Context: an optimization exercise on an open-source flow, tuned for small area and a short achievable clock period. The choices shown serve that exercise and are no tape-out recipe.
In this exercise RTL edits were held to simulation tests only and were not proved equivalent to the original.
Power and IR drop assume default switching activity.

==> flow/design.v <==
`default_nettype none
package fpAddPkg;
    parameter int FpWidth = 32;
    parameter int ExpWidth = 8;
    parameter int ManWidth = 23;
    parameter int SigWidth = ManWidth + 1;
    parameter int LzcWidth = 5;
    typedef logic [FpWidth-1:0] fpWordT;
    typedef logic [ExpWidth-1:0] expT;
    typedef logic [ManWidth-1:0] manT;
    typedef logic [SigWidth-1:0] sigT;
    typedef logic [LzcWidth-1:0] lzcT;
    parameter fpWordT FpOne = 32'h3f80_0000;
    parameter fpWordT FpMinusOne = 32'hbf80_0000;
    parameter int PipeDepth = 6;
endpackage
`default_nettype wire
`timescale 1ns/1ps
`default_nettype none
module prefixOr #(
    parameter int W = 8
) (
    input  logic [W-1:0] x_i,
    output logic [W-1:0] y_o
);
    localparam int L = (W <= 2) ? 1 : (W <= 4) ? 2 : (W <= 8) ? 3 :
                       (W <= 16) ? 4 : (W <= 32) ? 5 : 6;
    logic [L:0][W-1:0] p;
    assign p[0] = x_i;
    for (genvar l = 0; l < L; l++) begin : gLvl
        for (genvar i = 0; i < W; i++) begin : gBit
            if ((i >> l) & 1) begin : gOp
                assign p[l+1][i] = p[l][i] | p[l][((i >> l) << l) - 1];
            end else begin : gPass
                assign p[l+1][i] = p[l][i];
            end
        end
    end
    assign y_o = p[L];
endmodule
module prefixAnd #(
    parameter int W = 8
) (
    input  logic [W-1:0] x_i,
    output logic [W-1:0] y_o
);
    logic [W-1:0] yn;
    prefixOr #(.W(W)) i_prefixOr (.x_i(~x_i), .y_o(yn));
    assign y_o = ~yn;
endmodule
`default_nettype wire
`default_nettype none
module lzc32 (
    input  logic [31:0] x_i,
    output logic [4:0]  count_o
);
    logic [15:0]      z1;
    logic [15:0][0:0] c1;
    logic [7:0]       z2;
    logic [7:0][1:0]  c2;
    logic [3:0]       z3;
    logic [3:0][2:0]  c3;
    logic [1:0]       z4;
    logic [1:0][3:0]  c4;
    for (genvar g = 0; g < 16; g++) begin : gL1
        assign z1[g] = ~x_i[2*g+1] & ~x_i[2*g];
        assign c1[g] = ~x_i[2*g+1];
    end
    for (genvar g = 0; g < 8; g++) begin : gL2
        assign z2[g] = z1[2*g+1] & z1[2*g];
        assign c2[g] = z1[2*g+1] ? {1'b1, c1[2*g]} : {1'b0, c1[2*g+1]};
    end
    for (genvar g = 0; g < 4; g++) begin : gL3
        assign z3[g] = z2[2*g+1] & z2[2*g];
        assign c3[g] = z2[2*g+1] ? {1'b1, c2[2*g]} : {1'b0, c2[2*g+1]};
    end
    for (genvar g = 0; g < 2; g++) begin : gL4
        assign z4[g] = z3[2*g+1] & z3[2*g];
        assign c4[g] = z3[2*g+1] ? {1'b1, c3[2*g]} : {1'b0, c3[2*g+1]};
    end
    assign count_o = z4[1] ? {1'b1, c4[0]} : {1'b0, c4[1]};
endmodule
`default_nettype wire
`timescale 1ns/1ps
`default_nettype none
module fpAddConstTop #(
    parameter int NumLanes = 2,
    parameter logic [NumLanes*32-1:0] LaneConsts = {32'hbf80_0000, 32'h3f80_0000}
) (
    input  logic                   clk_i,
    input  logic                   rstn_i,
    input  logic                   valid_i,
    input  logic [31:0]            a_i,
    output logic [NumLanes-1:0][31:0] result_o,
    output logic                   done_o
);
    logic vld1, vld2, seen1;
    always_ff @(posedge clk_i or negedge rstn_i) begin
        if (!rstn_i) begin
            vld1 <= 1'b0;
            vld2 <= 1'b0;
            done_o <= 1'b0;
            seen1 <= 1'b0;
        end else begin
            vld1 <= valid_i;
            vld2 <= vld1;
            done_o <= vld2;
            if (valid_i) seen1 <= 1'b1;
        end
    end
    logic [7:0] eIn;
    assign eIn = a_i[30:23];
    logic        eHIn, e127In, eTinyIn, eNIn;
    assign eHIn = eIn[7];
    assign e127In = (eIn == 8'd127);
    assign eTinyIn = ~eIn[7] & ~(eIn[6] & eIn[5] & (eIn[4] | eIn[3]));
    assign eNIn = ~eIn[7] & (eIn[6:1] == 6'b111111);
    logic hiInIn;
    assign hiInIn = eIn[7] & (eIn[6:0] <= 7'd22);
    logic        s, eH, e127, eTiny, eN;
    logic [7:0]  e;
    logic [22:0] m, hiMask;
    logic        hiIn;
    always_ff @(posedge clk_i) begin
        if (valid_i) begin
            s <= a_i[31];
            e <= eIn;
            m <= a_i[22:0];
            eH <= eHIn;
            e127 <= e127In;
            eTiny <= eTinyIn;
            eN <= eNIn;
            hiIn <= hiInIn;
        end
    end
    always_comb begin
        for (int i = 0; i < 23; i++) begin
            hiMask[i] = hiIn & (e[4:0] >= 5'(22 - i));
        end
    end
    logic [22:0] cyRun, bwRun;
    prefixAnd #(.W(23)) i_cyRun (.x_i(m | ~hiMask), .y_o(cyRun));
    prefixAnd #(.W(23)) i_bwRun (.x_i(~m | ~hiMask), .y_o(bwRun));
    logic        cyOut, bwOut;
    logic [22:0] inc, dec;
    assign cyOut = hiMask[22] & cyRun[22];
    assign bwOut = hiMask[22] & bwRun[22];
    assign inc = m ^ (hiMask & {cyRun[21:0], 1'b1});
    assign dec = m ^ (hiMask & {bwRun[21:0], 1'b1});
    logic [22:0] x23;
    assign x23 = eTiny ? 23'd0 : 23'({1'b1, m} >> (~e[4:0]));
    logic [21:0] yRun;
    logic [22:0] w;
    prefixOr #(.W(22)) i_yRun (.x_i(m[22:1]), .y_o(yRun));
    assign w = e127 ? m : {~yRun[21], m[22:1] ^ {yRun[20:0], 1'b0}};
    logic [4:0] wLz;
    lzc32 i_lzc32 (.x_i({1'b0, w, 8'hff}), .count_o(wLz));
    logic zero, big;
    assign zero = e127 & ~(|m);
    assign big = eH | (e127 & ~zero);
    logic        cyQ, hQ;
    logic [7:0]  eQ;
    logic [22:0] addQ, subQ;
    logic [4:0]  shQ;
    logic        sQ, seenQ, zeroQ, bigQ, normQ, lowQ, tinyQ;
    always_ff @(posedge clk_i) begin
        hQ <= eH;
        cyQ <= cyOut | e127;
        eQ <= (eH | e127) ? e : 8'd127;
        addQ <= (eH | e127) ? inc : x23;
        subQ <= eH ? dec : w;
        shQ <= eH ? {4'd0, bwOut} : wLz;
        sQ <= s;
        seenQ <= seen1;
        zeroQ <= zero;
        bigQ <= big;
        normQ <= eH | eN;
        lowQ <= ~eH & ~eN & ~eTiny;
        tinyQ <= eTiny;
    end
    logic [7:0] eRun1, ePlus;
    prefixAnd #(.W(8)) i_eRun1 (.x_i(eQ), .y_o(eRun1));
    assign ePlus = eQ ^ {eRun1[6:0], 1'b1};
    logic [30:0] addW;
    assign addW = cyQ ? {ePlus, 1'b0, addQ[22:1]} : {eQ, addQ};
    logic [22:0] subNorm;
    assign subNorm = subQ << shQ;
    logic [7:0] eRun0, eMinus;
    prefixAnd #(.W(8)) i_eRun0 (.x_i(~eQ), .y_o(eRun0));
    assign eMinus = eQ ^ {eRun0[6:0], 1'b1};
    logic [30:0] normW;
    assign normW = {hQ ? (shQ[0] ? eMinus : eQ) : {3'b011, ~shQ}, subNorm};
    logic [21:0] xRun;
    logic [30:0] lowW;
    prefixOr #(.W(22)) i_xRun (.x_i(addQ[21:0]), .y_o(xRun));
    assign lowW = {8'd126, addQ[21:0] ^ {xRun[20:0], 1'b0}, 1'b0};
    logic [1:0] selAddQ, laneSub, selNormQ, selLowQ, selTinyQ, signQ;
    assign selAddQ = {seenQ & sQ, seenQ & ~sQ};
    assign laneSub = {seenQ & ~sQ & ~zeroQ, seenQ & sQ & ~zeroQ};
    assign selNormQ = laneSub & {2{normQ}};
    assign selLowQ = laneSub & {2{lowQ}};
    assign selTinyQ = laneSub & {2{tinyQ}};
    assign signQ = {selAddQ[1] | (laneSub[1] & ~bigQ), laneSub[0] & bigQ};
    logic [63:0] resD;
    for (genvar g = 0; g < 2; g++) begin : gLane
        assign resD[32*g+31] = signQ[g];
        assign resD[32*g +: 31] = ({31{selAddQ[g]}} & addW)
                                | ({31{selNormQ[g]}} & normW)
                                | ({31{selLowQ[g]}} & lowW)
                                | ({31{selTinyQ[g]}} & {8'd127, 23'd0});
    end
    always_ff @(posedge clk_i or negedge rstn_i) begin
        if (!rstn_i) begin
            result_o <= '0;
        end else begin
            result_o <= resD;
        end
    end
endmodule
`default_nettype wire
export LEC_CHECK = 0
export ABC_AREA = 1
export CAP_MARGIN = 20
export CORE_MARGIN = 2
export CORE_UTILIZATION = 65
export SETUP_SLACK_MARGIN = 2.5
export SLEW_MARGIN = 20
create_clock -name core_clock -period 5.0 [get_ports {clk_i}]
standard.sh (not shown) runs the stock make flow with config.mk's settings and CLKGATE_MAP_FILE= SYNTH_SCRIPT=/design/flow/synth_recipe.tcl, a recipe that flattens the netlist after the stock synthesis.
==> flow/flow/run.sh <==
#!/bin/bash
# The standard layout, with plain buffers (sky130_fd_sc_hd__buf_1) on the
# ports instead of ORFS's default port buffer cell. Every input and output
# port still gets its own buffer.
set -euo pipefail
export BUFFER_PORTS_ARGS="-buffer_cell sky130_fd_sc_hd__buf_1"
bash standard.sh finish > standard_flow.log 2>&1
The baseline completed with no timing, DRC or antenna violations.
Change:
--- a/flow/design.v
+++ b/flow/design.v
@@ -158,11 +158,14 @@
     logic zero, big;
     assign zero = e127 & ~(|m);
     assign big = eH | (e127 & ~zero);
+    logic [1:0] laneAdd, laneSub;
+    assign laneAdd = {seen1 & s, seen1 & ~s};
+    assign laneSub = {seen1 & ~s & ~zero, seen1 & s & ~zero};
     logic        cyQ, hQ;
     logic [7:0]  eQ;
     logic [22:0] addQ, subQ;
     logic [4:0]  shQ;
-    logic        sQ, seenQ, zeroQ, bigQ, normQ, lowQ, tinyQ;
+    logic [1:0]  selAddQ, selNormQ, selLowQ, selTinyQ, signQ;
     always_ff @(posedge clk_i) begin
         hQ <= eH;
         cyQ <= cyOut | e127;
@@ -170,13 +173,11 @@
         addQ <= (eH | e127) ? inc : x23;
         subQ <= eH ? dec : w;
         shQ <= eH ? {4'd0, bwOut} : wLz;
-        sQ <= s;
-        seenQ <= seen1;
-        zeroQ <= zero;
-        bigQ <= big;
-        normQ <= eH | eN;
-        lowQ <= ~eH & ~eN & ~eTiny;
-        tinyQ <= eTiny;
+        selAddQ <= laneAdd;
+        selNormQ <= laneSub & {2{eH | eN}};
+        selLowQ <= laneSub & {2{~eH & ~eN & ~eTiny}};
+        selTinyQ <= laneSub & {2{eTiny}};
+        signQ <= {laneAdd[1] | (laneSub[1] & ~big), laneSub[0] & big};
     end
     logic [7:0] eRun1, ePlus;
     prefixAnd #(.W(8)) i_eRun1 (.x_i(eQ), .y_o(eRun1));
@@ -194,13 +195,6 @@
     logic [30:0] lowW;
     prefixOr #(.W(22)) i_xRun (.x_i(addQ[21:0]), .y_o(xRun));
     assign lowW = {8'd126, addQ[21:0] ^ {xRun[20:0], 1'b0}, 1'b0};
-    logic [1:0] selAddQ, laneSub, selNormQ, selLowQ, selTinyQ, signQ;
-    assign selAddQ = {seenQ & sQ, seenQ & ~sQ};
-    assign laneSub = {seenQ & ~sQ & ~zeroQ, seenQ & sQ & ~zeroQ};
-    assign selNormQ = laneSub & {2{normQ}};
-    assign selLowQ = laneSub & {2{lowQ}};
-    assign selTinyQ = laneSub & {2{tinyQ}};
-    assign signQ = {selAddQ[1] | (laneSub[1] & ~bigQ), laneSub[0] & bigQ};
     logic [63:0] resD;
     for (genvar g = 0; g < 2; g++) begin : gLane
         assign resD[32*g+31] = signQ[g];
What happened: The changed run produced a clean layout. Combinational power fell by about 3%. Worst setup slack gains 0.15 ns. Worst hold slack loses 0.026 ns. Routed wire length falls by 3.4%. Via count is lower by 2.3%.

what the ideal ports hide:
The results above use ideal ports. As a check the final layouts listed here were re-extracted and re-timed, cells and wires unchanged.
Step 1, drivers: a clkbuf_16 drives clk_i and a buf_2 each remaining input, both assumed.
Step 2 times the ports against the registers' clock, not the clock port: input delays grow and output delays shrink by t, the midpoint of the rising clock arrivals with the driver on.
a / b / c = no drivers / after step 1 / after step 2; a / b = the first two.
| run | t (ns) | slack for setup (ns) | worst setup path after step 2 | slew at the worst register clock pin (ns) | cell pins on the clock port's net |
|---|---|---|---|---|---|
| the first run | 0.496 | 2.341 / 2.341 / 2.341 | register to register | 0.08 / 0.08 | 1 |
| the second run | 0.483 | 2.487 / 2.487 / 2.487 | register to register | 0.08 / 0.08 | 1 |
After both steps every run listed still meets setup and hold.
